This is an optimization exercise on Yosys and OpenROAD, whose aim is small area, not a production implementation.
In this exercise RTL edits were held to simulation tests only and were not proved equivalent to the original.
Power figures rest on the tool's default switching activity, not on a simulated workload.

### run.sh
#!/bin/bash
# synth_recipe.tcl (not shown) runs the flow's synth.tcl, then flattens the netlist and writes it again
# the make line also repeats each setting of config.mk as NAME=value (left out here)
make -C /OpenROAD-flow-scripts/flow DESIGN_CONFIG=/design/flow/config.mk WORK_HOME=/design/flow/orfs CLKGATE_MAP_FILE= SYNTH_SCRIPT=/design/flow/synth_recipe.tcl finish
### config.mk
export PLATFORM = sky130hd
export DESIGN_NAME = rb_window_stream
export DESIGN_NICKNAME = rb_window_stream
export VERILOG_FILES = /design/flow/design.v
export SDC_FILE = /design/flow/constraint.sdc
export NUM_CORES = 4
export LEC_CHECK = 0
export CAP_MARGIN = 20
export CORE_MARGIN = 2
export CORE_UTILIZATION = 40
export SLEW_MARGIN = 20
### constraint.sdc
create_clock -name core_clock -period 5.0 [get_ports {clk}]
set_input_delay 1.0000 -clock core_clock [delete_from_list [all_inputs] [get_ports {clk}]]
set_output_delay 1.0000 -clock core_clock [all_outputs]
set_load 0.01 [all_outputs]
### design.v
module rb_window_stream #(
    parameter int PIXEL_WIDTH = 8,
    parameter int K           = 3,
    parameter int IMG_WIDTH   = 128,
    parameter int IMG_HEIGHT  = 128
) (
    input  logic                                 clk,
    input  logic                                 rst,
    input  logic                                 in_valid,
    output logic                                 in_ready,
    input  logic [PIXEL_WIDTH-1:0]               in_pixel,
    input  logic                                 in_sof,
    output logic                                 out_valid,
    input  logic                                 out_ready,
    output logic [K*PIXEL_WIDTH-1:0]             out_col,
    output logic [$clog2(IMG_WIDTH)-1:0]         out_x,
    output logic [$clog2(IMG_HEIGHT)-1:0]        out_y,
    output logic                                 out_eof
);
    localparam int XW    = $clog2(IMG_WIDTH);
    localparam int YW    = $clog2(IMG_HEIGHT);
    localparam int PW    = PIXEL_WIDTH;
    localparam int LANES = K - 1;
    localparam int LW    = (LANES > 1) ? $clog2(LANES) : 1;
    localparam logic [XW-1:0] X_LAST = XW'(IMG_WIDTH - 1);
    localparam logic [YW-1:0] Y_LAST = YW'(IMG_HEIGHT - 1);
    localparam logic [YW-1:0] Y_PRIM = YW'(K - 1);
    localparam logic [LW-1:0] L_LAST = LW'(LANES - 1);
    logic [XW-1:0] x_reg, x_next, x_eff;
    logic [YW-1:0] y_reg, y_next, y_eff;
    logic [LW-1:0] lane_reg, lane_next, lane_eff;
    logic          s1_valid_reg;
    logic [PW-1:0] s1_pixel_reg;
    logic [XW-1:0] s1_x_reg;
    logic [YW-1:0] s1_y_reg;
    logic [LW-1:0] s1_lane_reg;
    logic              out_valid_reg;
    logic [K*PW-1:0]   out_col_reg;
    logic [XW-1:0]     out_x_reg;
    logic [YW-1:0]     out_y_reg;
    logic              out_eof_reg;
    logic              adv;
    logic              accept;
    logic [LANES*PW-1:0] rd_flat;
    logic [LANES*PW-1:0] rot_data;
    assign adv        = !out_valid_reg || out_ready;
    assign in_ready   = adv && !rst;
    assign accept     = in_valid && adv && !rst;
    assign x_eff    = in_sof ? '0 : x_reg;
    assign y_eff    = in_sof ? '0 : y_reg;
    assign lane_eff = in_sof ? '0 : lane_reg;
    always_comb begin
        x_next    = x_reg;
        y_next    = y_reg;
        lane_next = lane_reg;
        if (accept) begin
            if (x_eff == X_LAST) begin
                x_next = '0;
                if (y_eff == Y_LAST) begin
                    y_next    = '0;
                    lane_next = '0;
                end else begin
                    y_next    = y_eff + YW'(1);
                    lane_next = (lane_eff == L_LAST) ? '0 : lane_eff + LW'(1);
                end
            end else begin
                x_next    = x_eff + XW'(1);
                y_next    = y_eff;
                lane_next = lane_eff;
            end
        end
    end
    generate
        for (genvar gi = 0; gi < LANES; gi++) begin : g_lane
            logic [PW-1:0] mem [IMG_WIDTH];
            logic [PW-1:0] rd_reg;
            always_ff @(posedge clk) begin
                if (accept) begin
                    rd_reg <= mem[x_eff];
                    if (lane_eff == LW'(gi)) begin
                        mem[x_eff] <= in_pixel;
                    end
                end
            end
            assign rd_flat[gi*PW +: PW] = rd_reg;
        end
    endgenerate
    generate
        for (genvar gi = 0; gi < LANES; gi++) begin : g_rot
            logic [LW:0]   sum;
            logic [LW-1:0] sel;
            assign sum = {1'b0, s1_lane_reg} + (LW+1)'(gi);
            assign sel = (sum >= (LW+1)'(LANES)) ? LW'(sum - (LW+1)'(LANES)) : sum[LW-1:0];
            assign rot_data[gi*PW +: PW] = rd_flat[sel*PW +: PW];
        end
    endgenerate
    always_ff @(posedge clk) begin
        if (accept) begin
            s1_pixel_reg <= in_pixel;
            s1_x_reg     <= x_eff;
            s1_y_reg     <= y_eff;
            s1_lane_reg  <= lane_eff;
        end
    end
    always_ff @(posedge clk) begin
        if (rst) begin
            x_reg         <= '0;
            y_reg         <= '0;
            lane_reg      <= '0;
            s1_valid_reg  <= 1'b0;
            out_valid_reg <= 1'b0;
            out_col_reg   <= '0;
            out_x_reg     <= '0;
            out_y_reg     <= '0;
            out_eof_reg   <= 1'b0;
        end else begin
            x_reg    <= x_next;
            y_reg    <= y_next;
            lane_reg <= lane_next;
            if (adv) begin
                s1_valid_reg  <= accept;
                out_valid_reg <= s1_valid_reg && (s1_y_reg >= Y_PRIM);
                out_col_reg   <= {s1_pixel_reg, rot_data};
                out_x_reg     <= s1_x_reg;
                out_y_reg     <= s1_y_reg;
                out_eof_reg   <= s1_valid_reg && (s1_x_reg == X_LAST) && (s1_y_reg == Y_LAST);
            end
        end
    end
    assign out_valid = out_valid_reg;
    assign out_col   = out_col_reg;
    assign out_x     = out_x_reg;
    assign out_y     = out_y_reg;
    assign out_eof   = out_eof_reg;
endmodule
==> results of run 1 <==
-- layout by cell type (no fill, tap or decap), types with 19 or more instances in the layout --
master and n:
a211oi_1 71, a21oi_1 184, a221oi_1 135, a222oi_1 28
a22o_1 45, a22oi_1 343, a31oi_1 19, buf_12 46
buf_4 420, bufinv_16 24, clkbuf_1 50, clkbuf_16 213
clkdlybuf4s50_1 43, clkinv_1 46, clkinv_2 41, dfxtp_1 53
edfxtp_1 2087, mux2_2 50, mux2i_1 329, mux4_2 21
nand2_1 177, nand3_1 24, nor2_1 452, nor3_1 19
o21ai_0 156, o221ai_1 45, o22a_1 19, o22ai_1 183
o2bb2ai_1 20
-- tightest hold or removal path, delay by kind of cell (launching register included) --
family           cells  cell delay [ns]
AO/OA/AOI/OAI        1             0.05
flip-flops           1             0.31
AND/OR/NAND/NOR      1             0.05
-- report_power, final --
group          switching [mW]  leakage [nW]  internal (mW)  total, mW
clock network            7.09          3.40           9.12       16.2
logic                    1.17          7.42          0.400       1.57
registers              0.0566          19.2           19.7       19.8
total                    8.32          30.1           29.2       37.6
-- final timing paths --
path | startpoint | to | slack (ns) | cells past startpoint
setup / recovery | x_reg[1]$_SDFFE_PP0N_ | g_lane[0].rd_reg[3]$_DFFE_PN_ | 0.54 | 8
hold / removal | out_x_reg[0]$_SDFFE_PP0N_ | out_x_reg[0]$_SDFFE_PP0N_ | 0.45 | 2
setup reg to reg | x_reg[1]$_SDFFE_PP0N_ | g_lane[0].rd_reg[3]$_DFFE_PN_ | 0.54 | 8
hold reg to reg | out_x_reg[0]$_SDFFE_PP0N_ | out_x_reg[0]$_SDFFE_PP0N_ | 0.45 | 2
-- stage by stage --
stage                     total power [mW]  hold WS (ns)  area [µm²]  util [%]
after floorplan                       20.7         0.443       83100         -
after global placement                21.6         0.438       89500      43.3
after detailed placement              21.7         0.444       89500      43.3
after CTS                             37.5         0.453       96500      46.7
after global routing                  38.3         0.480       96500      46.7
final                                 37.6         0.451       96600      46.7
-- metal layers --
| layer | up-vias | part of all wire, % | track usage (%) |
|---|---|---|---|
| met1 | 27500 | 37 | 39.1 |
| met5 | - | 0.022 | 0 |
| met2 | 4875 | 42 | 41.7 |
| li1 | 21300 | - | - |
| met4 | 10 | 6.1 | 14.9 |
| met3 | 964 | 15 | 9.22 |
-- area by class of cell --
cell class | instances | area share (%)
well taps | 2704 | 3.50
inverters | 15 | 0.0609
clock buffers | 263 | 5.71
repair buffers | 521 | 4.84
clock inverters | 133 | 1.54
flip-flops and latches | 2143 | 66.1
multi-input cells | 2557 | 18.2
diodes | 17 | 0.0440
-- kinds of logic after synthesis --
family	after synthesis	share of synthesized area, %
buffers and inverters	392	2.22
DFF	2143	76.8
xor gates and xnor gates	1	0.0105
and+or+nand+nor	792	4.11
muxes	401	5.22
AOI/OAI and AO/OA	1361	11.6
adders and majority gates	2	0.0301
==> flow_summary.toml, run 1 <==
[detailed_routing]
via_count = 54700
ant_nets = 0
dr.first_iter.drc_count = 10900
viasPerCell = 6.55
finalWirelength_um = 311000
routedWlPerCell_um = 37.2
dr.pass1.iters = 6
drc_errors = 0

[clock_network]
clk_pin_slew_worst_paths_ns = 0.06
cts_setup_buffers = 0
clock_latency_ns = 0.90
root_buffer = "clkbuf_16"
clockBufferDepth = 3
numCtsBuffers = 211
cts_hold_buf = 0
cts_tree = "done"
clock_sinks = 2143
h-tree-depth = 4
post_cts_resized = 0

[pwr]
p_leak_nw = 30.1
ir_worst_vdd_uv = 379
power_density_nw_per_um2 = 389

[layout]
drive_above_1_share_pct = 16.2
ff_latch_area_um2 = 63800
fin_nets = 5464
largest_register_ffs = 2048
area_delta_synth_final_pct = 16.2
fill_cells = 17600
post_layout_nonfiller_instances = 8353
multi_input_area_um2 = 17600

[worst_setup_path]
criticalPathCategory = "flip-flop to flip-flop"
crit_chain = "inv_2 > nand2_2 > buf_4 > o22ai_1 > nor3_1 > o22ai_1 > a211oi_1 > o211ai_1"
worst-path-max-fanout = 42
start_kind = "flip-flop"
required_ns = 5.58
critical-path-top-delay-family = "compound AO/OA/AOI/OAI gates"
cpPeakStageDelay_ns = 0.87
cpMostUsedCell = "o22ai_1"
cp.arrival_ns = 5.05
end_kind = "flip-flop"
cp.buffers_inverters = 2
slowest_stage = "dfxtp_4"

[logic_synthesis]
ys.flop_type = "edfxtp_1"
yosysMostFrequentCell = "edfxtp_1"
ys_warn_count = 1
seq_area_frac_synth_pct = 76.8
ys_ff_latch = 2143
syn-num-nets = 5107
synth_common_cells = "edfxtp_1, nor2_1, a22oi_1"
postSynth.asyncResetShare_pct = 0
yosys-top-cells-area = "edfxtp_1, mux2i_1, a22oi_1, nor2_1, a221oi_1"
syn_inst = 5092
syn_area_per_cell_um2 = 16.3
synth_area_leader_cell = "edfxtp_1"
syn-cell-area_um2 = 83100
synth_top_area_share_pct = 75.4
synth_edf_count = 2087
synth_cell_types = 85

[global_routing]
grt.overflow.total = 0
grt_usage_pct = 28.9
grt_pass1_vias = 51100
grt_max_degree = 121
grt_pass1_wl_um = 424000
antenna_found_initial = 17

[sta]
clock.fmax_ghz = 0.224
fin_skew_ns = 0.0518
setup_viol = 0
finalHoldViolations = 0
setup_slack_ns = 0.536
slew_viol_final = 0
slew_headroom_pct = 15.4
finalCriticalPeriod_ns = 4.46
setup_tns_ns = 0
rsz0062_at_grt = "no"
min_period_over_period_pct = 89.3
worst_slew_pin_slew_ns = 1.27

[place]
place_inst = 7938
port-buffer-count = 53
gp_congestion = 0.983
dpl.hpwl_um = 195000
pre_cts_ws_ns = 0.402

[floorplan]
core_area_um2 = 207000
placementRows = 167
die_h_um = 460
ioPinCount = 54
dieArea_um2 = 211000
die_x_um = 460
initial_core_util_pct = 40.2

[run]
cap_viol_max_count = 0

[outcome]
status = "complete, no violations"

[worst_hold_path]
hold_path.class = "flip-flop to flip-flop"
==> run 2, diff against run 1 <==
==> design.v (replaced) <==
module rb_window_stream #(
    parameter int PIXEL_WIDTH = 8,
    parameter int K           = 3,
    parameter int IMG_WIDTH   = 128,
    parameter int IMG_HEIGHT  = 128
) (
    input  logic                                 clk,
    input  logic                                 rst,
    input  logic                                 in_valid,
    output logic                                 in_ready,
    input  logic [PIXEL_WIDTH-1:0]               in_pixel,
    input  logic                                 in_sof,
    output logic                                 out_valid,
    input  logic                                 out_ready,
    output logic [K*PIXEL_WIDTH-1:0]             out_col,
    output logic [$clog2(IMG_WIDTH)-1:0]         out_x,
    output logic [$clog2(IMG_HEIGHT)-1:0]        out_y,
    output logic                                 out_eof
);
    localparam int XW    = $clog2(IMG_WIDTH);
    localparam int YW    = $clog2(IMG_HEIGHT);
    localparam int PW    = PIXEL_WIDTH;
    localparam int DEPTH = (K - 1) * IMG_WIDTH + 1;    
    localparam logic [XW-1:0] X_LAST = XW'(IMG_WIDTH - 1);
    localparam logic [YW-1:0] Y_LAST = YW'(IMG_HEIGHT - 1);
    localparam logic [YW-1:0] Y_PRIM = YW'(K - 1);
    logic              adv;
    logic              accept;
    logic              move;        
    logic              s1_valid_reg;
    logic              s1_sof_reg;
    logic [PW-1:0]     s1_pixel_reg;
    logic              out_full_reg;
    logic [XW-1:0]     out_x_reg;   
    logic [YW-1:0]     out_y_reg;
    logic [XW-1:0]     s1_x;
    logic [YW-1:0]     s1_y;
    logic [PW-1:0]     sr [DEPTH];
    assign adv    = !out_valid || out_ready;
    assign in_ready = adv && !rst;
    assign accept = in_valid && adv && !rst;
    assign move   = adv && s1_valid_reg;
    always_comb begin
        if (s1_sof_reg) begin
            s1_x = '0;
            s1_y = '0;
        end else if (out_x_reg == X_LAST) begin
            s1_x = '0;
            s1_y = (out_y_reg == Y_LAST) ? '0 : out_y_reg + YW'(1);
        end else begin
            s1_x = out_x_reg + XW'(1);
            s1_y = out_y_reg;
        end
    end
    always_ff @(posedge clk) begin
        if (accept) begin
            s1_pixel_reg <= in_pixel;
            s1_sof_reg   <= in_sof;
        end
    end
    always_ff @(posedge clk) begin
        if (move) begin
            sr[0] <= s1_pixel_reg;
            for (int i = 1; i < DEPTH; i++) sr[i] <= sr[i-1];
        end
    end
    always_ff @(posedge clk) begin
        if (rst) begin
            s1_valid_reg <= 1'b0;
            out_full_reg <= 1'b0;
            out_x_reg    <= X_LAST;
            out_y_reg    <= Y_LAST;
        end else begin
            if (adv) begin
                s1_valid_reg <= accept;
                out_full_reg <= s1_valid_reg;
            end
            if (move) begin
                out_x_reg <= s1_x;
                out_y_reg <= s1_y;
            end
        end
    end
    assign out_valid = out_full_reg && (out_y_reg >= Y_PRIM);
    assign out_x     = out_x_reg;
    assign out_y     = out_y_reg;
    assign out_eof   = (out_x_reg == X_LAST) && (out_y_reg == Y_LAST);
    generate
        for (genvar k = 0; k < K; k++) begin : g_col
            assign out_col[(K-1-k)*PW +: PW] = sr[k*IMG_WIDTH];
        end
    endgenerate
endmodule
--- a/config.mk
+++ b/config.mk
@@ -8,4 +8,5 @@
 export CAP_MARGIN = 20
 export CORE_MARGIN = 2
-export CORE_UTILIZATION = 40
+export CORE_UTILIZATION = 60
+export CTS_BUF_LIST = sky130_fd_sc_hd__clkbuf_8
 export SLEW_MARGIN = 20
==> run 2 against run 1 <==
Effect of this change:
- power is 15% lower
- design area is 26% lower
- register-to-register slack gained 1.2 ns
- via count decreased by 61%
- global-route usage shrank 15 points
- routed wire length shrank 76%
- critical path type is now flip-flop to primary output
- highest routed layer is now met4
==> flow_summary.toml, run 2 <==
[sta]
setup_slack_ns = 1.16
clock.fmax_ghz = 0.260
finalHoldViolations = 0
fin_skew_ns = 0.0454
rsz0062_at_grt = "no"
setup_tns_ns = 0
hold_slack_ns = 0.389
finalCriticalPeriod_ns = 3.84
slew_viol_final = 0
min_period_over_period_pct = 76.8
slew_headroom_pct = 52.0
setup_viol = 0
worst_slew_pin_slew_ns = 0.721

[clock_network]
clockBufferDepth = 4
clock_latency_ns = 0.92
post_cts_resized = 0
root_buffer = "clkbuf_8"
cts_tree = "done"
clk_pin_slew_worst_paths_ns = 0.06
cts_setup_buffers = 0
clock_sinks = 2081
numCtsBuffers = 326
cts_hold_buf = 0
h-tree-depth = 5

[logic_synthesis]
syn-num-nets = 2190
ys_ff_latch = 2081
synth_xor_area_share_pct = 0
synth_top_family_by_area = "compound AO/OA/AOI/OAI gates"
synthAdderAreaFrac_pct = 0.0596
synth_compound_area_share_pct = 0.421
syn-cell-area_um2 = 63000
ys.flop_type = "edfxtp_1"
synthSimpleGateAreaFrac_pct = 0.344
synth_top_area_share_pct = 98.5
synth_common_cells = "edfxtp_1, dfxtp_1, nor2_1"
syn_inst = 2174
yosys-top-cells-area = "edfxtp_1, dfxtp_1, nor2_1, a311o_1, ha_1"
synth_area_leader_cell = "edfxtp_1"
synth_mux_area_share_pct = 0.0159
synth_edf_count = 2065
postSynth.asyncResetShare_pct = 0
yosysMostFrequentCell = "edfxtp_1"
synth_cell_types = 40
seq_area_frac_synth_pct = 99.0
ys_warn_count = 2
syn_area_per_cell_um2 = 29.0

[worst_hold_path]
hold_path.class = "flip-flop to flip-flop"

[worst_setup_path]
slowest_stage = "clkdlybuf4s50_1"
criticalPathCategory = "flip-flop to primary output"
cpPeakStageDelay_ns = 0.56
r2r_start = "out_y_reg[0]$_SDFFE_PP1P_"
cp.arrival_ns = 2.84
ff2ff_setup_slack_ns = 1.72
worst-path-max-fanout = 8
start_kind = "flip-flop"
rr_worst_depth = 8
crit_chain = "ha_1 > and3_1 > nand4_1 > nor2_1 > clkdlybuf4s50_1"
crit_end = "out_eof"
end_kind = "primary output"
startpoint = "out_y_reg[1]$_SDFFE_PP1P_"
cp.buffers_inverters = 1
critical-path-top-delay-family = "simple AND/OR/NAND/NOR gates"
cp.depth = 5
r2r_end = "sr[140][1]$_DFFE_PP_"
required_ns = 4.00

[floorplan]
dieArea_um2 = 108000
die_x_um = 328
initial_core_util_pct = 60.7
core_area_um2 = 104000
die_h_um = 328
placementRows = 118
ioPinCount = 54

[detailed_routing]
via_count = 21500
dr.first_iter.drc_count = 1838
drc_errors = 0
finalWirelength_um = 73500
viasPerCell = 5.11
ant_nets = 0
routedWlPerCell_um = 17.5
dr.pass1.iters = 5

[global_routing]
grt_pass1_wl_um = 116000
antenna_found_initial = 2
grt_usage_pct = 13.7
grt_max_degree = 138
grt_pass1_vias = 21700
grt.overflow.total = 0

[pwr]
report.power.total_mw = 32.0
swShare_pct = 19.9
ir_worst_vdd_uv = 293
seqPwrFrac_pct = 60.6
power_switching_mw = 6.38
p_int_mw = 25.6
power_frac_comb_pct = 1.7
pwr-share-clk_pct = 37.6
p_leak_nw = 18.0
power_density_nw_per_um2 = 449

[layout]
fin_nets = 2617
final_common_cell = "edfxtp_1"
largest_register_ffs = 2056
drive_above_1_share_pct = 15.1
area_delta_synth_final_pct = 13.3
final_cell_mix = "edfxtp_1, clkbuf_8, inv_1"
fill_cells = 6258

[run]
cap_viol_max_count = 0

[place]
gp_congestion = 0.704
port-buffer-count = 53
pre_cts_ws_ns = 1.13
dpl.hpwl_um = 30100

[outcome]
status = "complete, no violations"
run 2: power by group through the flow:
stage	combinational [mW]	sequential, mW	clock [mW]
final	0.560	19.4	12.1
after global routing	0.626	19.4	13.4
after CTS	0.573	19.4	12.6
after detailed placement	0.580	19.8	0
after global placement	0.541	19.8	0
after floorplan	0.348	21.0	0
run 2: kinds of logic after synthesis:
family,Yosys count
buf+inv,19
flops,2081
simple gates,37
mux,1
fa+ha+maj,3
compound gates,33
run 2: layer usage:
layer / global-route usage [%] / part of all wire, % / vias to the layer above
li1: - / - / 9803
met1: 22.5 / 52 / 11000
met2: 17.0 / 41 / 444
met3: 3.82 / 4.4 / 195
met4: 6.90 / 2.8 / 0
met5: 0 / 0 / -
run 2: final cells by class:
| type | instances | area [µm²] | share of cell area [%] |
|---|---|---|---|
| tap | 1380 | 1730 | 2.42 |
| antenna | 1 | 2.50 | 0.00351 |
| timing repair buffer | 109 | 1210 | 1.70 |
| multi-input combinational | 74 | 537 | 0.753 |
| clock buffer | 332 | 4570 | 6.41 |
| inverter | 9 | 37.5 | 0.0526 |
| clock inverter | 216 | 913 | 1.28 |
| sequential | 2081 | 62300 | 87.4 |
run 2: worst register-to-register path, cell delays in order, from the launching register on:
cell and delay [ns]:
dfxtp_1 0.44, inv_1 0.11, ha_1 0.25, nor4_4 0.21, a22oi_2 0.12, buf_4 0.22
clkinvlp_4 0.46, buf_4 0.54, buf_4 0.54
run 2: worst min-delay path by stage:
| stage | startpoint | to | depth (start not counted) |
|---|---|---|---|
| floorplan | s1_pixel_reg[0]$_DFFE_PP_ | sr[0][0]$_DFFE_PP_ | 0 |
| global placement | sr[1][4]$_DFFE_PP_ | sr[2][4]$_DFFE_PP_ | 0 |
| detailed placement | sr[104][3]$_DFFE_PP_ | sr[105][3]$_DFFE_PP_ | 0 |
| finish | sr[11][7]$_DFFE_PP_ | sr[12][7]$_DFFE_PP_ | 0 |
| CTS | sr[11][7]$_DFFE_PP_ | sr[12][7]$_DFFE_PP_ | 0 |
| global route | sr[11][7]$_DFFE_PP_ | sr[12][7]$_DFFE_PP_ | 0 |
run 2: through the flow:
stage / cells / area, µm² / util, %
final: 4202 / 71300 / 68.7
after global routing: 4202 / 71300 / 68.7
after CTS: 4201 / 71300 / 68.7
after detailed placement: 3653 / 65800 / 63.4
after global placement: 3653 / 65800 / 63.4
after floorplan: 2174 / 63000 / -
==> run 3, diff against run 2 <==
--- a/config.mk
+++ b/config.mk
@@ -10,3 +10,5 @@
 export CORE_UTILIZATION = 60
 export CTS_BUF_LIST = sky130_fd_sc_hd__clkbuf_8
+export CTS_CLUSTER_DIAMETER = 50
+export CTS_CLUSTER_SIZE = 20
 export SLEW_MARGIN = 20
==> run 3 against run 2 <==
Effect of this change:
- clock-buffer cell count fell by 175
- routed wire length fell by 5.2%
- clock skew fell by 0.018 ns
- sequential share of layout area rose by 2.9 points
- sequential cell count did not move
- synthesized area did not move
- sequential power barely moved
- clock power fell by 26%
- setup slack improved by 0.078 ns
- power fell by 9.9%
- synthesized cell count did not move
- register-to-register slack barely moved
- critical path type unchanged
- critical endpoint unchanged
- largest power group unchanged
- highest routed layer unchanged
==> flow_summary.toml, run 3 <==
[worst_setup_path]
r2r_start = "out_y_reg[0]$_SDFFE_PP1P_"
required_ns = 4.00
end_kind = "primary output"
startpoint = "out_y_reg[1]$_SDFFE_PP1P_"
slowest_stage = "clkdlybuf4s50_1"
cp.buffers_inverters = 1
start_kind = "flip-flop"
cp.depth = 5
cpPeakStageDelay_ns = 0.56
crit_chain = "ha_1 > and3_1 > nand4_1 > nor2_1 > clkdlybuf4s50_1"
ff2ff_setup_slack_ns = 1.71
r2r_end = "sr[127][1]$_DFFE_PP_"
criticalPathCategory = "flip-flop to primary output"
cp.arrival_ns = 2.76
critical-path-top-delay-family = "simple AND/OR/NAND/NOR gates"
worst-path-max-fanout = 8
rr_worst_depth = 8
crit_end = "out_eof"

[run]
cap_viol_max_count = 0

[logic_synthesis]
synth_edf_count = 2065
syn-num-nets = 2190
ys_warn_count = 2
synth_cell_types = 40
syn-cell-area_um2 = 63000
synth_area_leader_cell = "edfxtp_1"
syn_area_per_cell_um2 = 29.0
ys.flop_type = "edfxtp_1"
postSynth.asyncResetShare_pct = 0
synth_top_area_share_pct = 98.5
synth_common_cells = "edfxtp_1, dfxtp_1, nor2_1"
syn_inst = 2174
ys_ff_latch = 2081
yosysMostFrequentCell = "edfxtp_1"
seq_area_frac_synth_pct = 99.0
yosys-top-cells-area = "edfxtp_1, dfxtp_1, nor2_1, a311o_1, ha_1"

[pwr]
power_density_nw_per_um2 = 418
report.power.total_mw = 28.9
p_leak_nw = 16.4
ir_worst_vdd_uv = 290

[global_routing]
grt.overflow.total = 0
antenna_found_initial = 2
grt_pass1_vias = 19800
grt_pass1_wl_um = 109000
grt_usage_pct = 12.9
grt_max_degree = 138

[clock_network]
clk_pin_slew_worst_paths_ns = 0.11
root_buffer = "clkbuf_8"
h-tree-depth = 4
cts_hold_buf = 0
numCtsBuffers = 145
clockBufferDepth = 3
clock_latency_ns = 0.84
cts_tree = "done"
post_cts_resized = 0
clock_sinks = 2081
cts_setup_buffers = 0

[floorplan]
die_x_um = 328
die_h_um = 328
placementRows = 118
ioPinCount = 54
dieArea_um2 = 108000
initial_core_util_pct = 60.7
core_area_um2 = 104000

[sta]
finalHoldViolations = 0
hold_slack_ns = 0.416
rsz0062_at_grt = "no"
setup_viol = 0
finalCriticalPeriod_ns = 3.76
setup_tns_ns = 0
slew_viol_final = 0
clock.fmax_ghz = 0.266
min_period_over_period_pct = 75.2
worst_slew_pin_slew_ns = 0.724
slew_headroom_pct = 51.8
fin_skew_ns = 0.0272

[layout]
post_layout_nonfiller_instances = 3908
final_common_cell = "edfxtp_1"
fin_nets = 2436
largest_register_ffs = 2056
fill_cells = 6350
ff_latch_area_um2 = 62300
final_cell_mix = "edfxtp_1, clkbuf_8, clkdlybuf4s50_1"
drive_above_1_share_pct = 11.9
multi_input_area_um2 = 537
final_util_pct = 66.5
area_delta_synth_final_pct = 9.62

[place]
gp_congestion = 0.704
port-buffer-count = 53
dpl.hpwl_um = 30100
place_inst = 3653

[detailed_routing]
dr.first_iter.drc_count = 2106
drc_errors = 0
routedWlPerCell_um = 17.8
finalWirelength_um = 69600
dr.pass1.iters = 5
ant_nets = 0
viasPerCell = 5.20
via_count = 20300

[worst_hold_path]
hold_path.class = "flip-flop to flip-flop"
worst_hold_startpoint = "sr[21][3]$_DFFE_PP_"

[outcome]
status = "complete, no violations"
[run 3: cell types whose count changed in the layout (fill, tap and decap cells not counted), sizes merged]
cell,delta
bufinv,+12
clkbuf,-175
clkinv,-68
clkinvlp,+5
inv,-68
[run 3: worst min-delay path by stage]
stage,end,depth (start not counted)
after global routing,sr[108][0]$_DFFE_PP_,0
after detailed placement,sr[105][3]$_DFFE_PP_,0
final,sr[22][3]$_DFFE_PP_,0
after global placement,sr[2][4]$_DFFE_PP_,0
after CTS,sr[108][0]$_DFFE_PP_,0
after floorplan,sr[0][0]$_DFFE_PP_,0
[run 3: per-layer routing]
metal / part of all wire [%] / up-vias / global-route usage (%) / routed length (µm)
met3: 3.9 / 133 / 3.09 / 2710
met2: 40 / 289 / 16.3 / 28100
met1: 54 / 10600 / 22.0 / 37300
met4: 2.3 / 0 / 5.09 / 1580
met5: 0 / - / 0 / 0
li1: - / 9322 / - / -
[run 3: logic make-up (layout without fill, tap and decap cells)]
family | after synthesis | in the layout | synth area share (%)
flip-flops | 2081 | 2081 | 99.0
AND/OR/NAND/NOR | 37 | 37 | 0.344
AO/OA/AOI/OAI | 33 | 33 | 0.421
buffers and inverters | 19 | 372 | 0.145
adder cells (fa/ha/maj) | 3 | 3 | 0.0596
multiplexers | 1 | 1 | 0.0159
other | 0 | 1 | 0
[run 3: layout make-up]
type | count | area share, %
Antenna cell | 1 | 0.00363
Clock buffer | 157 | 3.13
Clock inverter | 97 | 1.45
Tap cell | 1380 | 2.50
Inverter | 9 | 0.0544
Sequential cell | 2081 | 90.3
Timing Repair Buffer | 109 | 1.76
Multi-Input combinational cell | 74 | 0.778
[run 3: report_power, final]
group | internal, mW | total (mW) | switching, mW
sequential | 19.3 | 19.4 | 0.0630
clock | 3.75 | 8.92 | 5.17
combinational | 0.126 | 0.560 | 0.434
[run 3: metrics by stage]
stage	area [µm²]	worst slack [ns]
floorplan	63000	-28.03
global placement	65800	1.19
detailed placement	65800	1.13
CTS	69000	1.15
global route	69000	1.03
finish	69000	1.24
==> run 4, diff against run 3 <==
--- a/config.mk
+++ b/config.mk
@@ -9,6 +9,6 @@
 export CORE_MARGIN = 2
 export CORE_UTILIZATION = 60
-export CTS_BUF_LIST = sky130_fd_sc_hd__clkbuf_8
-export CTS_CLUSTER_DIAMETER = 50
-export CTS_CLUSTER_SIZE = 20
+export CTS_BUF_LIST = sky130_fd_sc_hd__clkbuf_16
+export CTS_CLUSTER_DIAMETER = 60
+export CTS_CLUSTER_SIZE = 30
 export SLEW_MARGIN = 20
==> run 4 against run 3 <==
Effect of this change:
- clock power is 32% higher
- clock-buffer cell count decreased by 16
- first-iteration DRC count fell by 3.8%
- register-to-register slack about the same
- sequential cell count unchanged
- synthesized cell count stayed put
- sequential power barely moved
- design area is 2.3% higher
==> flow_summary.toml, run 4 <==
[worst_setup_path]
slowest_stage = "clkdlybuf4s50_1"
end_kind = "primary output"
cp.arrival_ns = 2.66
required_ns = 4.00
criticalPathCategory = "flip-flop to primary output"
worst-path-max-fanout = 8
crit_chain = "ha_1 > and3_1 > nand4_1 > nor2_1 > clkdlybuf4s50_1"
cpPeakStageDelay_ns = 0.56
start_kind = "flip-flop"

[place]
post_dp_cell_area_um2 = 65800
pre_cts_ws_ns = 1.13
port-buffer-count = 53
dpl.hpwl_um = 30100
gp_congestion = 0.704

[sta]
fin_skew_ns = 0.0237
min_period_over_period_pct = 73.2
hold_slack_ns = 0.401
finalCriticalPeriod_ns = 3.66
setup_slack_ns = 1.34
slew_headroom_pct = 52.4
setup_viol = 0
clock.fmax_ghz = 0.273
setup_tns_ns = 0
finalHoldViolations = 0
rsz0062_at_grt = "no"
worst_slew_pin_slew_ns = 0.714
slew_viol_final = 0

[global_routing]
grt_pass1_wl_um = 111000
antenna_found_initial = 2
grt_max_degree = 138
grt_pass1_vias = 19800
grt_usage_pct = 13.1
grt.overflow.total = 0

[detailed_routing]
dr.first_iter.drc_count = 2026
via_count = 20400
ant_nets = 0
viasPerCell = 5.24
dr.pass1.iters = 5
finalWirelength_um = 69800
routedWlPerCell_um = 17.9
drc_errors = 0

[layout]
fin_area_um2 = 70600
largest_register_ffs = 2056
area_delta_synth_final_pct = 12.1
drive_above_1_share_pct = 11.7
antennaDiodeCount = 0
final_common_cell = "edfxtp_1"
final_cell_mix = "edfxtp_1, clkbuf_16, clkdlybuf4s50_1"
fin_nets = 2425

[clock_network]
clockBufferDepth = 3
root_buffer = "clkbuf_16"
numCtsBuffers = 134
clock_latency_ns = 0.74
cts_hold_buf = 0
post_cts_resized = 0
h-tree-depth = 4
clk_pin_slew_worst_paths_ns = 0.08
clock_sinks = 2081
cts_setup_buffers = 0
cts_tree = "done"

[logic_synthesis]
syn_area_per_cell_um2 = 29.0
ys.flop_type = "edfxtp_1"
synth_top_area_share_pct = 98.5
synth_area_leader_cell = "edfxtp_1"
ys_warn_count = 2
ys_ff_latch = 2081
synth_common_cells = "edfxtp_1, dfxtp_1, nor2_1"
syn_inst = 2174
syn-cell-area_um2 = 63000
yosys-top-cells-area = "edfxtp_1, dfxtp_1, nor2_1, a311o_1, ha_1"
postSynth.asyncResetShare_pct = 0
syn-num-nets = 2190
yosysMostFrequentCell = "edfxtp_1"
synth_edf_count = 2065
seq_area_frac_synth_pct = 99.0
synth_cell_types = 40

[run]
cap_viol_max_count = 0

[pwr]
p_leak_nw = 17.1
report.power.total_mw = 31.7
power_density_nw_per_um2 = 449
ir_worst_vdd_uv = 414

[floorplan]
die_h_um = 328
placementRows = 118
core_area_um2 = 104000
initial_core_util_pct = 60.7
ioPinCount = 54
dieArea_um2 = 108000
die_x_um = 328

[outcome]
status = "complete, no violations"

[worst_hold_path]
hold_path.class = "flip-flop to flip-flop"
run 4: final timing paths:
check | startpoint | to | slack [ns] | cells after the start
worst min-delay path | sr[75][1]$_DFFE_PP_ | sr[76][1]$_DFFE_PP_ | 0.40 | 0
worst max register to register | out_y_reg[0]$_SDFFE_PP1P_ | sr[158][1]$_DFFE_PP_ | 1.72 | 8
worst max-delay path | out_y_reg[1]$_SDFFE_PP1P_ | out_eof | 1.34 | 5
worst min register to register | sr[75][1]$_DFFE_PP_ | sr[76][1]$_DFFE_PP_ | 0.40 | 0
run 4: final cells by class:
cell class                 count  area (µm²)
clock inverter               102        1210
clock buffer                 141        3530
multi-input combinational     74         537
tap                         1380        1730
inverter                       9        37.5
timing repair buffer         109        1210
sequential                  2081       62300
fill                        6175       33200
run 4: cells by family (layout without fill, tap and decap cells):
logic type | count (synthesis) | count (layout) | synth area share, %
AOI/OAI and AO/OA | 33 | 33 | 0.421
DFF | 2081 | 2081 | 99.0
buffers and inverters | 19 | 361 | 0.145
muxes | 1 | 1 | 0.0159
and+or+nand+nor | 37 | 37 | 0.344
adders and majority gates | 3 | 3 | 0.0596
run 4: metrics by stage:
step                      util, %  std cells
after global routing         68.0       3896
final                        68.0       3896
after global placement       63.4       3653
after CTS                    68.0       3896
after detailed placement     63.4       3653
after floorplan                 -       2174
run 4: metal layers:
layer | share of wire, % | GRT usage [%] | vias up
li1 | - | - | 9353
met1 | 53 | 22.2 | 10600
met2 | 41 | 16.8 | 292
met3 | 3.6 | 2.86 | 130
met4 | 2.4 | 5.10 | 0
met5 | 0 | 0 | -
run 4: where the power goes:
| group | leakage (nW) | internal, mW | switching (mW) | total, mW |
|---|---|---|---|---|
| combinational | 0.808 | 0.126 | 0.434 | 0.559 |
| sequential | 14.0 | 19.3 | 0.0630 | 19.4 |
| clock | 2.32 | 5.95 | 5.80 | 11.8 |
| total | 17.1 | 25.4 | 6.29 | 31.7 |
run 4: critical path: cells and delay by family, from the launching register on:
kind,cells,cell delay [ns]
adders and majority gates,1,0.25
and+or+nand+nor,3,0.60
DFF,1,0.52
buffers and inverters,1,0.56
==> run 5, diff against run 4 <==
==> flow/run.sh (new file) <==
#!/bin/bash
# Standard layout, with the clock tree built from fewer, larger sink clusters and
# without dummy loads.
set -euo pipefail
export CTS_ARGS="-sink_clustering_enable -repair_clock_nets -sink_clustering_size 30 -sink_clustering_max_diameter 60 -buf_list sky130_fd_sc_hd__clkbuf_16 -dont_use_dummy_load"
bash standard.sh > standard.log 2>&1
==> standard.sh (new file) <==
#!/bin/bash
# synth_recipe.tcl (not shown) runs the flow's synth.tcl, then flattens the netlist and writes it again
# the make line also repeats each setting of config.mk as NAME=value (left out here)
make -C /OpenROAD-flow-scripts/flow DESIGN_CONFIG=/design/flow/config.mk WORK_HOME=/design/flow/orfs CLKGATE_MAP_FILE= SYNTH_SCRIPT=/design/flow/synth_recipe.tcl "${@:-finish}"
--- a/config.mk
+++ b/config.mk
@@ -9,6 +9,3 @@
 export CORE_MARGIN = 2
 export CORE_UTILIZATION = 60
-export CTS_BUF_LIST = sky130_fd_sc_hd__clkbuf_16
-export CTS_CLUSTER_DIAMETER = 60
-export CTS_CLUSTER_SIZE = 30
 export SLEW_MARGIN = 20
removed: run.sh
==> run 5 against run 4 <==
Effect of this change:
- power decreased by 6.8%
- clock power decreased by 19%
- critical path type unchanged
- still clean on timing, DRC and antenna
- design area fell by 2.0%
- combinational power about the same
- first-iteration DRC count is 2.7% higher
- synthesized area did not move
- highest routed layer unchanged
==> flow_summary.toml, run 5 <==
[clock_network]
clock_latency_ns = 0.74
post_cts_resized = 0
h-tree-depth = 4
clk_pin_slew_worst_paths_ns = 0.07
root_buffer = "clkbuf_16"
clockBufferDepth = 3
cts_setup_buffers = 0
cts_hold_buf = 0
cts_tree = "done"
numCtsBuffers = 134
clock_sinks = 2081

[sta]
slew_headroom_pct = 51.8
finalHoldViolations = 0
worst_slew_pin_slew_ns = 0.723
rsz0062_at_grt = "no"
clock.fmax_ghz = 0.275
min_period_over_period_pct = 72.7
hold_slack_ns = 0.392
finalCriticalPeriod_ns = 3.63
setup_tns_ns = 0
setup_viol = 0
fin_skew_ns = 0.0464
slew_viol_final = 0

[layout]
final_common_cell = "edfxtp_1"
fin_nets = 2425
largest_register_ffs = 2056
final_util_pct = 66.7
area_delta_synth_final_pct = 9.92
drive_above_1_share_pct = 8.14
fin_area_um2 = 69200
final_cell_mix = "edfxtp_1, clkbuf_16, clkdlybuf4s50_1"
antennaDiodeCount = 0
post_layout_nonfiller_instances = 3787

[detailed_routing]
finalWirelength_um = 69000
routedWlPerCell_um = 18.2
dr.pass1.iters = 6
dr.first_iter.drc_count = 2081
ant_nets = 0
drc_errors = 0
viasPerCell = 5.34
via_count = 20200

[place]
gp_congestion = 0.704
port-buffer-count = 53
post_dp_cell_area_um2 = 65800
dpl.hpwl_um = 30100
place_inst = 3653

[floorplan]
initial_core_util_pct = 60.7
dieArea_um2 = 108000
core_area_um2 = 104000
ioPinCount = 54
die_h_um = 328
placementRows = 118
die_x_um = 328

[logic_synthesis]
synthSimpleGateAreaFrac_pct = 0.344
yosysMostFrequentCell = "edfxtp_1"
synth_common_cells = "edfxtp_1, dfxtp_1, nor2_1"
synth_area_leader_cell = "edfxtp_1"
syn_area_per_cell_um2 = 29.0
syn-cell-area_um2 = 63000
ys.flop_type = "edfxtp_1"
synth_cell_types = 40
yosys-top-cells-area = "edfxtp_1, dfxtp_1, nor2_1, a311o_1, ha_1"
seq_area_frac_synth_pct = 99.0
synthAdderAreaFrac_pct = 0.0596
syn_inst = 2174
postSynth.asyncResetShare_pct = 0
synth_xor_area_share_pct = 0
synth_compound_area_share_pct = 0.421
ys_warn_count = 2
synth_mux_area_share_pct = 0.0159
syn-num-nets = 2190
synth_top_family_by_area = "compound AO/OA/AOI/OAI gates"
synth_edf_count = 2065
ys_ff_latch = 2081
synth_top_area_share_pct = 98.5

[worst_hold_path]
hold_path.class = "flip-flop to flip-flop"
whs_endpoint = "sr[175][6]$_DFFE_PP_"
whs_path_depth = 0
worst_hold_startpoint = "sr[174][6]$_DFFE_PP_"

[outcome]
status = "complete, no violations"

[global_routing]
grt_usage_pct = 12.9
grt_pass1_vias = 19700
grt_max_degree = 138
antenna_found_initial = 1
grt.overflow.total = 0
grt_pass1_wl_um = 109000

[worst_setup_path]
criticalPathCategory = "flip-flop to primary output"
end_kind = "primary output"
cpPeakStageDelay_ns = 0.56
required_ns = 4.00
ff2ff_setup_slack_ns = 1.77
r2r_start = "out_y_reg[0]$_SDFFE_PP1P_"
start_kind = "flip-flop"
r2r_end = "sr[213][1]$_DFFE_PP_"
cp.arrival_ns = 2.63
crit_chain = "ha_1 > and3_1 > nand4_1 > nor2_1 > clkdlybuf4s50_1"
worst-path-max-fanout = 8
rr_worst_depth = 9
slowest_stage = "clkdlybuf4s50_1"

[pwr]
ir_worst_vdd_uv = 495
power_density_nw_per_um2 = 427
p_leak_nw = 16.5

[run]
cap_viol_max_count = 0
-- run 5: kinds of logic after synthesis --
group	Yosys count
flip-flops	2081
buffers and inverters	19
AND/OR/NAND/NOR	37
multiplexers	1
adder cells (fa/ha/maj)	3
AO/OA/AOI/OAI	33
-- run 5: worst max-delay path, delay by kind of cell, from the launching register on --
family / cells / cell delay [ns]
flip-flops: 1 / 0.51
buffers and inverters: 1 / 0.56
AND/OR/NAND/NOR: 3 / 0.60
adder cells (fa/ha/maj): 1 / 0.26
-- run 5: report_power, final --
| part | internal (mW) | switching [mW] | leakage [nW] |
|---|---|---|---|
| clock | 4.74 | 4.84 | 1.65 |
| combinational | 0.126 | 0.434 | 0.808 |
| sequential | 19.3 | 0.0632 | 14.0 |
-- run 5: worst max-delay path by stage --
stage                           endpoint  cells after the start                       from  slack [ns]
global route                     out_eof                      5  out_y_reg[1]$_SDFFE_PP1P_        1.20
detailed placement  sr[185][1]$_DFFE_PP_                      8                  out_ready        1.13
finish                           out_eof                      5  out_y_reg[1]$_SDFFE_PP1P_        1.37
global placement    sr[206][1]$_DFFE_PP_                      8                  out_ready        1.19
floorplan             sr[0][0]$_DFFE_PP_                      4                  out_ready      -28.03
CTS                              out_eof                      5  out_y_reg[1]$_SDFFE_PP1P_        1.33
-- run 5: layer usage --
metal | part of all wire (%) | vias up | wire [µm] | track usage [%]
met5 | 0 | - | 0 | 0
met4 | 2.3 | 0 | 1590 | 4.90
met3 | 3.6 | 122 | 2490 | 2.89
met2 | 41 | 307 | 28100 | 16.4
met1 | 53 | 10600 | 36800 | 22.0
li1 | - | 9217 | - | -
-- run 5: per-stage QoR --
| stage | setup WS (ns) | power (mW) |
|---|---|---|
| 2_1_floorplan | -28.03 | 21.3 |
| 3_3_place_gp | 1.19 | 20.3 |
| 3_5_place_dp | 1.13 | 20.3 |
| 4_1_cts | 1.33 | 30.0 |
| 5_1_grt | 1.20 | 30.6 |
| 6_report | 1.37 | 29.5 |
-- run 5: layout make-up --
cell class	count	area [µm²]
clock buffers	134	3350
repair buffers	109	1210
fillers	6286	34600
inverters	9	37.5
multi-input cells	74	537
flip-flops and latches	2081	62300
well taps	1380	1730
==> run 6, diff against run 5 <==
==> flow/run.sh (replaced) <==
#!/bin/bash
# Standard layout, with the clock tree built from fewer, larger sink clusters and
# without dummy loads.
set -euo pipefail
export CTS_ARGS="-sink_clustering_enable -repair_clock_nets -sink_clustering_size 40 -sink_clustering_max_diameter 60 -buf_list sky130_fd_sc_hd__clkbuf_16 -dont_use_dummy_load"
bash standard.sh > standard.log 2>&1
==> run 6 against run 5 <==
Effect of this change:
- still clean on timing, DRC and antenna
- global-route usage did not move
- die area unchanged
- largest cell class unchanged
- non-clock buffer count unchanged
- first-iteration DRC count unchanged
- highest routed layer unchanged
- clock skew did not move
- largest power group unchanged
- synthesized cell count did not move
- core utilization stayed put
==> flow_summary.toml, run 6 <==
[detailed_routing]
via_count = 20200
dr.first_iter.drc_count = 2081
finalWirelength_um = 69000
ant_nets = 0
dr.pass1.iters = 6
drc_errors = 0
viasPerCell = 5.34
routedWlPerCell_um = 18.2

[layout]
fill_cells = 6286
fin_nets = 2425
final_util_pct = 66.7
area_delta_synth_final_pct = 9.92
final_cell_mix = "edfxtp_1, clkbuf_16, clkdlybuf4s50_1"
fin_area_um2 = 69200
ff_latch_area_um2 = 62300
antennaDiodeCount = 0
largest_register_ffs = 2056
multi_input_area_um2 = 537
drive_above_1_share_pct = 8.14
final_common_cell = "edfxtp_1"

[worst_setup_path]
r2r_end = "sr[213][1]$_DFFE_PP_"
required_ns = 4.00
start_kind = "flip-flop"
cp.arrival_ns = 2.63
r2r_start = "out_y_reg[0]$_SDFFE_PP1P_"
worst-path-max-fanout = 8
ff2ff_setup_slack_ns = 1.77
end_kind = "primary output"
criticalPathCategory = "flip-flop to primary output"
rr_worst_depth = 9

[logic_synthesis]
ys_ff_latch = 2081
synth_area_leader_cell = "edfxtp_1"
seq_area_frac_synth_pct = 99.0
postSynth.asyncResetShare_pct = 0
ys_warn_count = 2
synth_cell_types = 40
yosysMostFrequentCell = "edfxtp_1"
synthSimpleGateAreaFrac_pct = 0.344
synth_edf_count = 2065
synth_compound_area_share_pct = 0.421
syn-num-nets = 2190
yosys-top-cells-area = "edfxtp_1, dfxtp_1, nor2_1, a311o_1, ha_1"
syn_area_per_cell_um2 = 29.0
synth_xor_area_share_pct = 0
ys.flop_type = "edfxtp_1"
synth_top_area_share_pct = 98.5
synthAdderAreaFrac_pct = 0.0596
syn-cell-area_um2 = 63000
synth_common_cells = "edfxtp_1, dfxtp_1, nor2_1"
synth_top_family_by_area = "compound AO/OA/AOI/OAI gates"
syn_inst = 2174
synth_mux_area_share_pct = 0.0159

[pwr]
power_frac_comb_pct = 1.9
pwr-share-clk_pct = 32.5
power_density_nw_per_um2 = 427
p_int_mw = 24.2
power_switching_mw = 5.34
seqPwrFrac_pct = 65.6
p_leak_nw = 16.5
ir_worst_vdd_uv = 495
swShare_pct = 18.1

[outcome]
status = "complete, no violations"

[global_routing]
antenna_found_initial = 1
grt_max_degree = 138
grt_usage_pct = 12.9
grt.overflow.total = 0
grt_pass1_wl_um = 109000
grt_pass1_vias = 19700

[sta]
setup_viol = 0
min_period_over_period_pct = 72.7
finalCriticalPeriod_ns = 3.63
slew_headroom_pct = 51.8
rsz0062_at_grt = "no"
slew_viol_final = 0
worst_slew_pin_slew_ns = 0.723
clock.fmax_ghz = 0.275
fin_skew_ns = 0.0464
finalHoldViolations = 0
setup_tns_ns = 0

[worst_hold_path]
worst_hold_startpoint = "sr[174][6]$_DFFE_PP_"
hold_path.class = "flip-flop to flip-flop"
whs_endpoint = "sr[175][6]$_DFFE_PP_"
whs_path_depth = 0

[clock_network]
cts_setup_buffers = 0
cts_tree = "done"
clock_sinks = 2081
clock_latency_ns = 0.74
clockBufferDepth = 3
clk_pin_slew_worst_paths_ns = 0.07
cts_hold_buf = 0
h-tree-depth = 4
post_cts_resized = 0
root_buffer = "clkbuf_16"
numCtsBuffers = 134

[place]
dpl.hpwl_um = 30100
gp_congestion = 0.704
port-buffer-count = 53
post_dp_cell_area_um2 = 65800

[floorplan]
ioPinCount = 54
core_area_um2 = 104000
die_x_um = 328
placementRows = 118
die_h_um = 328
initial_core_util_pct = 60.7
dieArea_um2 = 108000

[run]
cap_viol_max_count = 0
## run 6: final cells by class
class | count | area share (%)
well taps | 1380 | 2.50
multi-input cells | 74 | 0.776
inverters | 9 | 0.0542
clock buffers | 134 | 4.85
flip-flops and latches | 2081 | 90.1
repair buffers | 109 | 1.75
## run 6: logic make-up after synthesis
logic type	after synthesis
multiplexers	1
AND/OR/NAND/NOR	37
AO/OA/AOI/OAI	33
adder cells (fa/ha/maj)	3
flip-flops	2081
buffers and inverters	19
## run 6: worst max path at each step
stage                         startpoint                    to  slack (ns)  depth (start not counted)
6_report       out_y_reg[1]$_SDFFE_PP1P_               out_eof        1.37                          5
2_1_floorplan                  out_ready    sr[0][0]$_DFFE_PP_      -28.03                          4
4_1_cts        out_y_reg[1]$_SDFFE_PP1P_               out_eof        1.33                          5
5_1_grt        out_y_reg[1]$_SDFFE_PP1P_               out_eof        1.20                          5
3_3_place_gp                   out_ready  sr[206][1]$_DFFE_PP_        1.19                          8
3_5_place_dp                   out_ready  sr[185][1]$_DFFE_PP_        1.13                          8
## run 6: routing by layer
layer  up-vias  global-route usage (%)  part of all wire [%]
met5         -                       0                     0
met4         0                    4.90                   2.3
met2       307                    16.4                    41
met1     10600                    22.0                    53
met3       122                    2.89                   3.6
li1       9217                       -                     -
## run 6: critical path, stage by stage (launching register included)
cell and delay [ns]:
dfxtp_1 0.51, ha_1 0.26, and3_1 0.31, nand4_1 0.16, nor2_1 0.13, clkdlybuf4s50_1 0.56
## run 6: power by group through the flow
stage | clock [mW] | sequential, mW | combinational (mW)
after floorplan | 0 | 21.0 | 0.348
after global placement | 0 | 19.8 | 0.541
after detailed placement | 0 | 19.8 | 0.580
after CTS | 10.0 | 19.4 | 0.573
after global routing | 10.6 | 19.4 | 0.625
final | 9.59 | 19.4 | 0.560
## run 6: per-stage QoR
| stage | instances | total power, mW | setup WS (ns) | hold WS, ns |
|---|---|---|---|---|
| after floorplan | 2174 | 21.3 | -28.03 | 0.400 |
| after global placement | 3653 | 20.3 | 1.19 | 0.401 |
| after detailed placement | 3653 | 20.3 | 1.13 | 0.405 |
| after CTS | 3787 | 30.0 | 1.33 | 0.394 |
| after global routing | 3787 | 30.6 | 1.20 | 0.396 |
| final | 3787 | 29.5 | 1.37 | 0.392 |
==> run 7, diff against run 6 <==
==> flow/run.sh (replaced) <==
#!/bin/bash
# Standard layout, with the clock tree built from fewer, larger sink clusters and
# without dummy loads.
set -euo pipefail
export CTS_ARGS="-sink_clustering_enable -repair_clock_nets -sink_clustering_size 40 -sink_clustering_max_diameter 55 -buf_list sky130_fd_sc_hd__clkbuf_16 -dont_use_dummy_load"
bash standard.sh > standard.log 2>&1
--- a/config.mk
+++ b/config.mk
@@ -8,4 +8,4 @@
 export CAP_MARGIN = 20
 export CORE_MARGIN = 2
-export CORE_UTILIZATION = 60
+export CORE_UTILIZATION = 80
 export SLEW_MARGIN = 20
==> run 7 against run 6 <==
Effect of this change:
- synthesized area unchanged
- the flow now stops in detailed placement
- synthesized cell count did not move
==> flow_summary.toml, run 7 <==
[outcome]
status = "did not finish"
outcome.stop_stage = "detailed placement"
tool.error = "[ERROR DPL-0033] detailed placement checks failed during check placement."

[logic_synthesis]
syn_inst = 2174
syn-num-nets = 2190
synth_area_leader_cell = "edfxtp_1"
postSynth.asyncResetShare_pct = 0
syn_area_per_cell_um2 = 29.0
ys.flop_type = "edfxtp_1"
ys_warn_count = 2
synth_top_area_share_pct = 98.5
synth_cell_types = 40
yosysMostFrequentCell = "edfxtp_1"
synth_common_cells = "edfxtp_1, dfxtp_1, nor2_1"
synth_edf_count = 2065
syn-cell-area_um2 = 63000
seq_area_frac_synth_pct = 99.0
yosys-top-cells-area = "edfxtp_1, dfxtp_1, nor2_1, a311o_1, ha_1"
ys_ff_latch = 2081

[floorplan]
die_x_um = 285
ioPinCount = 54
placementRows = 102
die_h_um = 285
initial_core_util_pct = 81.0

[place]
dpl.hpwl_um = 56200
port-buffer-count = 53
gp_congestion = 0.715
==> run 7: cell counts after synthesis <==
No cell type changed its count.
==> run 7: worst max-delay path by stage <==
stage             startpoint              endpoint  cells after the start
floorplan          out_ready    sr[0][0]$_DFFE_PP_                      4
global placement   out_ready  sr[125][0]$_DFFE_PP_                      8
==> run 7: power by group through the flow <==
| stage | logic (mW) | clock network (mW) | registers [mW] |
|---|---|---|---|
| 2_1_floorplan | 0.348 | 0 | 21.0 |
| 3_3_place_gp | 0.525 | 0 | 19.8 |
==> run 7: cells by family after synthesis <==
group	after synthesis	synth area share, %
and+or+nand+nor	37	0.344
AOI/OAI and AO/OA	33	0.421
muxes	1	0.0159
buffers and inverters	19	0.145
DFF	2081	99.0
adders and majority gates	3	0.0596
==> run 7: through the flow <==
stage             power [mW]  hold slack (ns)
floorplan               21.3            0.400
global placement        20.3            0.400
==> run 8, diff against run 7 <==
--- a/config.mk
+++ b/config.mk
@@ -8,4 +8,4 @@
 export CAP_MARGIN = 20
 export CORE_MARGIN = 2
-export CORE_UTILIZATION = 80
+export CORE_UTILIZATION = 70
 export SLEW_MARGIN = 20
==> run 8 against run 7 <==
Effect of this change:
- synthesized cell count unchanged
- now clean on timing, DRC and antenna
- synthesized area stayed put
==> flow_summary.toml, run 8 <==
[outcome]
status = "complete, no violations"

[place]
port-buffer-count = 53
post_dp_cell_area_um2 = 65300
gp_congestion = 0.723
dpl.hpwl_um = 27400
place_inst = 3410

[pwr]
p_int_mw = 24.2
swShare_pct = 18.0
p_leak_nw = 16.3
pwr-share-clk_pct = 32.6
power_switching_mw = 5.32
ir_worst_vdd_uv = 312
seqPwrFrac_pct = 65.6
power_frac_comb_pct = 1.8
power_density_nw_per_um2 = 430

[logic_synthesis]
synth_area_leader_cell = "edfxtp_1"
ys_ff_latch = 2081
synth_xor_area_share_pct = 0
synth_top_family_by_area = "compound AO/OA/AOI/OAI gates"
yosys-top-cells-area = "edfxtp_1, dfxtp_1, nor2_1, a311o_1, ha_1"
ys_warn_count = 2
syn_area_per_cell_um2 = 29.0
seq_area_frac_synth_pct = 99.0
synth_mux_area_share_pct = 0.0159
ys.flop_type = "edfxtp_1"
postSynth.asyncResetShare_pct = 0
synth_edf_count = 2065
synth_cell_types = 40
synth_compound_area_share_pct = 0.421
synthAdderAreaFrac_pct = 0.0596
synth_top_area_share_pct = 98.5
syn-cell-area_um2 = 63000
synthSimpleGateAreaFrac_pct = 0.344
yosysMostFrequentCell = "edfxtp_1"
syn-num-nets = 2190
syn_inst = 2174
synth_common_cells = "edfxtp_1, dfxtp_1, nor2_1"

[clock_network]
clk_pin_slew_worst_paths_ns = 0.10
cts_setup_buffers = 0
root_buffer = "clkbuf_16"
cts_hold_buf = 0
clock_latency_ns = 0.74
cts_tree = "done"
numCtsBuffers = 136
clock_sinks = 2081
post_cts_resized = 0
clockBufferDepth = 3
h-tree-depth = 4

[detailed_routing]
drc_errors = 0
wl_met1_um = 35800
dr.pass1.iters = 5
finalWirelength_um = 67600
routedWlPerCell_um = 19.1
viasPerCell = 5.65
top_layer = "met4"
wl_met3_um = 2890
dr.first_iter.drc_count = 2107
wl_met2_um = 27400
ant_nets = 0
via_count = 20000

[layout]
final_cell_mix = "edfxtp_1, clkbuf_16, clkdlybuf4s50_1"
drive_above_1_share_pct = 7.14
final_common_cell = "edfxtp_1"
area_delta_synth_final_pct = 9.08
fin_area_um2 = 68700
antennaDiodeCount = 0
largest_register_ffs = 2056
fin_nets = 2399
post_layout_nonfiller_instances = 3546

[floorplan]
dieArea_um2 = 92300
core_area_um2 = 88800
initial_core_util_pct = 70.9
placementRows = 109
die_h_um = 304
die_x_um = 304
ioPinCount = 54

[sta]
rsz0062_at_grt = "no"
finalCriticalPeriod_ns = 3.61
min_period_over_period_pct = 72.3
setup_viol = 0
slew_headroom_pct = 31.5
slew_viol_final = 0
worst_slew_pin_slew_ns = 1.03
setup_tns_ns = 0
fin_skew_ns = 0.0446
finalHoldViolations = 0
clock.fmax_ghz = 0.277

[worst_setup_path]
worst-path-max-fanout = 8
start_kind = "flip-flop"
required_ns = 4.00
end_kind = "primary output"
criticalPathCategory = "flip-flop to primary output"
cp.arrival_ns = 2.61

[run]
cap_viol_max_count = 0

[global_routing]
grt_pass1_vias = 19000
grt_usage_pct = 14.6
antenna_found_initial = 3
grt.overflow.total = 0
grt_max_degree = 169
grt_pass1_wl_um = 105000

[worst_hold_path]
hold_path.class = "flip-flop to flip-flop"
run 8: worst max-delay path: stages (launching register included):
cell and delay [ns]:
dfxtp_1 0.51, ha_1 0.25, and3_1 0.30, nand4_1 0.16
nor2_1 0.15, clkdlybuf4s50_1 0.55
run 8: through the flow:
stage	util (%)	power [mW]	hold slack [ns]	setup WS (ns)
floorplan	-	21.3	0.400	-28.03
global placement	73.5	20.3	0.401	1.43
detailed placement	73.5	20.3	0.405	1.36
CTS	77.3	30.0	0.371	1.32
global route	77.3	30.6	0.374	1.18
finish	77.3	29.6	0.375	1.39
run 8: layout make-up:
| class | count | area [µm²] |
|---|---|---|
| Sequential cell | 2081 | 62300 |
| Inverter | 9 | 37.5 |
| Timing Repair Buffer | 81 | 903 |
| Tap cell | 1165 | 1460 |
| Clock buffer | 136 | 3400 |
| Fill cell | 4334 | 20100 |
| Multi-Input combinational cell | 74 | 537 |
run 8: path summary, 6_finish.rpt:
path	start	slack [ns]	depth (start not counted)	endpoint
hold / removal	sr[73][3]$_DFFE_PP_	0.37	0	sr[74][3]$_DFFE_PP_
setup reg to reg	out_y_reg[0]$_SDFFE_PP1P_	1.87	8	sr[96][2]$_DFFE_PP_
setup / recovery	out_y_reg[1]$_SDFFE_PP1P_	1.39	5	out_eof
hold reg to reg	sr[73][3]$_DFFE_PP_	0.37	0	sr[74][3]$_DFFE_PP_
run 8: power by group through the flow:
| stage | Combinational [mW] | Clock [mW] | Sequential, mW |
|---|---|---|---|
| floorplan | 0.348 | 0 | 21.0 |
| global placement | 0.501 | 0 | 19.8 |
| detailed placement | 0.536 | 0 | 19.8 |
| CTS | 0.528 | 10.0 | 19.4 |
| global route | 0.583 | 10.6 | 19.4 |
| finish | 0.518 | 9.64 | 19.4 |
run 8: per-layer routing:
metal	global-route usage [%]	up-vias
met2	18.7	370
met5	0	-
met3	3.04	113
met1	25.4	10400
li1	-	9145
met4	5.80	0
run 8: cells by family (layout without fill, tap and decap cells):
group,count (synthesis),after routing
muxes,1,1
DFF,2081,2081
and+or+nand+nor,37,37
adders and majority gates,3,3
AOI/OAI and AO/OA,33,33
buffers and inverters,19,226
==> run 9, diff against run 8 <==
==> flow/run.sh (replaced) <==
#!/bin/bash
# Standard layout, with the clock tree built from fewer, larger sink clusters and
# without dummy loads.
set -euo pipefail
export CTS_ARGS="-sink_clustering_enable -repair_clock_nets -sink_clustering_size 40 -sink_clustering_max_diameter 50 -buf_list sky130_fd_sc_hd__clkbuf_16 -dont_use_dummy_load"
bash standard.sh > standard.log 2>&1
--- a/config.mk
+++ b/config.mk
@@ -8,4 +8,4 @@
 export CAP_MARGIN = 20
 export CORE_MARGIN = 2
-export CORE_UTILIZATION = 70
+export CORE_UTILIZATION = 75
 export SLEW_MARGIN = 20
==> run 9 against run 8 <==
Effect of this change:
- the flow now stops in clock tree synthesis
- synthesized cell count is the same
- synthesized area is the same
==> flow_summary.toml, run 9 <==
[clock_network]
numCtsBuffers = 142
post_cts_resized = 0
clockBufferDepth = 3
root_buffer = "clkbuf_16"
cts_setup_buffers = 0
cts_hold_buf = 0
clock_sinks = 2081
h-tree-depth = 4

[logic_synthesis]
synth_cell_types = 40
synth_edf_count = 2065
syn-num-nets = 2190
syn-cell-area_um2 = 63000
yosys-top-cells-area = "edfxtp_1, dfxtp_1, nor2_1, a311o_1, ha_1"
yosysMostFrequentCell = "edfxtp_1"
ys.flop_type = "edfxtp_1"
synth_common_cells = "edfxtp_1, dfxtp_1, nor2_1"
synth_area_leader_cell = "edfxtp_1"
ys_warn_count = 2
seq_area_frac_synth_pct = 99.0
syn_inst = 2174
syn_area_per_cell_um2 = 29.0
synth_top_area_share_pct = 98.5
ys_ff_latch = 2081
postSynth.asyncResetShare_pct = 0

[floorplan]
placementRows = 106
initial_core_util_pct = 75.5
die_h_um = 294
die_x_um = 294
ioPinCount = 54

[place]
post_dp_cell_area_um2 = 65300
gp_congestion = 0.742
port-buffer-count = 53
dpl.hpwl_um = 29800

[outcome]
tool.error = "[ERROR DPL-0033] detailed placement checks failed during check placement."
outcome.stop_stage = "clock tree synthesis"
status = "did not finish"
run 9: kinds of logic after synthesis:
family | count (synthesis) | share of synthesized area (%)
flops | 2081 | 99.0
simple gates | 37 | 0.344
compound gates | 33 | 0.421
buf+inv | 19 | 0.145
fa+ha+maj | 3 | 0.0596
mux | 1 | 0.0159
run 9: worst min path at each step:
stage | from | to | slack (ns)
floorplan | s1_pixel_reg[0]$_DFFE_PP_ | sr[0][0]$_DFFE_PP_ | 0.40
global placement | sr[18][6]$_DFFE_PP_ | sr[19][6]$_DFFE_PP_ | 0.40
detailed placement | sr[99][0]$_DFFE_PP_ | sr[100][0]$_DFFE_PP_ | 0.40
run 9: metrics by stage:
step           utilization, %  setup WS, ns  cells  total power [mW]
3_3_place_gp             78.3          1.16   3347              20.3
2_1_floorplan               -        -28.03   2174              21.3
3_5_place_dp             78.3          1.10   3347              20.3
run 9: power groups by stage:
| stage | sequential, mW | combinational, mW | clock (mW) |
|---|---|---|---|
| floorplan | 21.0 | 0.348 | 0 |
| global placement | 19.8 | 0.519 | 0 |
| detailed placement | 19.8 | 0.554 | 0 |
==> run 10, diff against run 9 <==
==> run.sh (new file) <==
#!/bin/bash
# synth_recipe.tcl (not shown) runs the flow's synth.tcl, then flattens the netlist and writes it again
# the make line also repeats each setting of config.mk as NAME=value (left out here)
make -C /OpenROAD-flow-scripts/flow DESIGN_CONFIG=/design/flow/config.mk WORK_HOME=/design/flow/orfs CLKGATE_MAP_FILE= SYNTH_SCRIPT=/design/flow/synth_recipe.tcl finish
--- a/config.mk
+++ b/config.mk
@@ -8,4 +8,4 @@
 export CAP_MARGIN = 20
 export CORE_MARGIN = 2
-export CORE_UTILIZATION = 75
+export CORE_UTILIZATION = 40
 export SLEW_MARGIN = 20
removed: flow/run.sh
removed: standard.sh
==> run 10 against run 9 <==
Effect of this change:
- now clean on timing, DRC and antenna
- synthesized cell count stayed put
- synthesized area unchanged
==> flow_summary.toml, run 10 <==
[floorplan]
core_area_um2 = 156000
die_h_um = 401
ioPinCount = 54
dieArea_um2 = 161000
placementRows = 145
initial_core_util_pct = 40.3

[detailed_routing]
dr.pass1.iters = 5
viasPerCell = 4.46
via_count = 20700
finalWirelength_um = 72300
ant_nets = 0
drc_errors = 0
dr.first_iter.drc_count = 2001

[layout]
ff_latch_area_um2 = 62300
final_cell_mix = "edfxtp_1, clkbuf_16, clkdlybuf4s50_1"
fin_nets = 2455
fin_area_um2 = 72600
post_layout_nonfiller_instances = 4650
fill_cells = 12400
final_util_pct = 46.5
antennaDiodeCount = 0
final_common_cell = "edfxtp_1"

[sta]
clock.fmax_ghz = 0.268
fin_skew_ns = 0.0264
slew_viol_final = 0
setup_tns_ns = 0
setup_slack_ns = 1.27
hold_slack_ns = 0.393
rsz0062_at_grt = "no"
finalHoldViolations = 0

[global_routing]
grt_usage_pct = 8.76
grt_pass1_wl_um = 114000
grt_pass1_vias = 20300
antenna_found_initial = 0
grt_max_degree = 216

[logic_synthesis]
syn_inst = 2174
syn-cell-area_um2 = 63000
ys.flop_type = "edfxtp_1"
synth_top_area_share_pct = 98.5
ys_warn_count = 2
synth_area_leader_cell = "edfxtp_1"
seq_area_frac_synth_pct = 99.0
yosysMostFrequentCell = "edfxtp_1"
ys_ff_latch = 2081
syn_area_per_cell_um2 = 29.0
postSynth.asyncResetShare_pct = 0
synth_cell_types = 40

[clock_network]
root_buffer = "clkbuf_16"
clk_pin_slew_worst_paths_ns = 0.06
post_cts_resized = 0
clockBufferDepth = 3
h-tree-depth = 4
cts_tree = "done"
cts_setup_buffers = 0
clock_sinks = 2081
numCtsBuffers = 195

[worst_hold_path]
hold_path.class = "flip-flop to flip-flop"

[worst_setup_path]
required_ns = 5.40
end_kind = "flip-flop"
start_kind = "flip-flop"
criticalPathCategory = "flip-flop to flip-flop"
cp.arrival_ns = 4.13
worst-path-max-fanout = 158

[pwr]
power_frac_comb_pct = 1.5
pwr-share-clk_pct = 41.8
p_int_mw = 27.7
ir_worst_vdd_uv = 259

[place]
dpl.hpwl_um = 28400
place_inst = 4298
gp_congestion = 0.730

[outcome]
status = "complete, no violations"
[run 10: cell counts after synthesis]
Identical to the previous run, type by type.
[run 10: logic make-up (layout without fill, tap and decap cells)]
group / count (synthesis) / in the layout / share of synthesized area [%]
and+or+nand+nor: 37 / 37 / 0.344
muxes: 1 / 1 / 0.0159
buffers and inverters: 19 / 437 / 0.145
adders and majority gates: 3 / 3 / 0.0596
DFF: 2081 / 2081 / 99.0
AOI/OAI and AO/OA: 33 / 33 / 0.421
[run 10: power groups by stage]
stage / logic (mW) / clock network, mW / registers (mW)
6_report: 0.524 / 14.3 / 19.4
5_1_grt: 0.586 / 15.6 / 19.4
4_1_cts: 0.530 / 14.9 / 19.4
3_5_place_dp: 0.536 / 0 / 19.8
3_3_place_gp: 0.492 / 0 / 19.8
2_1_floorplan: 0.348 / 0 / 21.0
[run 10: cell type report]
class,instances,share of cell area [%]
Tap cell,2058,3.54
Inverter,9,0.0517
Sequential cell,2081,85.8
Multi-Input combinational cell,74,0.739
Clock buffer,228,6.95
Timing Repair Buffer,78,1.22
Clock inverter,122,1.70
[run 10: path summary, 6_finish.rpt]
check	start	endpoint	slack, ns	cells past startpoint
setup / recovery	out_y_reg[1]$_SDFFE_PP1P_	sr[127][0]$_DFFE_PP_	1.27	7
hold / removal	sr[226][6]$_DFFE_PP_	sr[227][6]$_DFFE_PP_	0.39	0
setup reg to reg	out_y_reg[1]$_SDFFE_PP1P_	sr[127][0]$_DFFE_PP_	1.27	7
hold reg to reg	sr[226][6]$_DFFE_PP_	sr[227][6]$_DFFE_PP_	0.39	0
[run 10: routing by layer]
layer / GRT usage (%) / routed length, µm
met1: 13.6 / 37300
met2: 11.2 / 29300
met3: 2.80 / 3580
met4: 3.77 / 1990
met5: 0 / 0
[run 10: worst max-delay path, stage by stage (launching register included)]
cell,delay (ns)
dfxtp_1,0.52
ha_1,0.27
nor4_4,0.06
a22oi_2,0.84
clkinvlp_4,0.50
buf_12,0.33
buf_12,0.26
buf_16,0.32

Check on run 10: ideal ports give 1.269 ns setup slack; a clkbuf_16 on the clock port and buf_2 on the inputs give 1.228 ns; moving port delays by the midpoint clock arrival (0.840 ns) as well gives 0.583 ns.
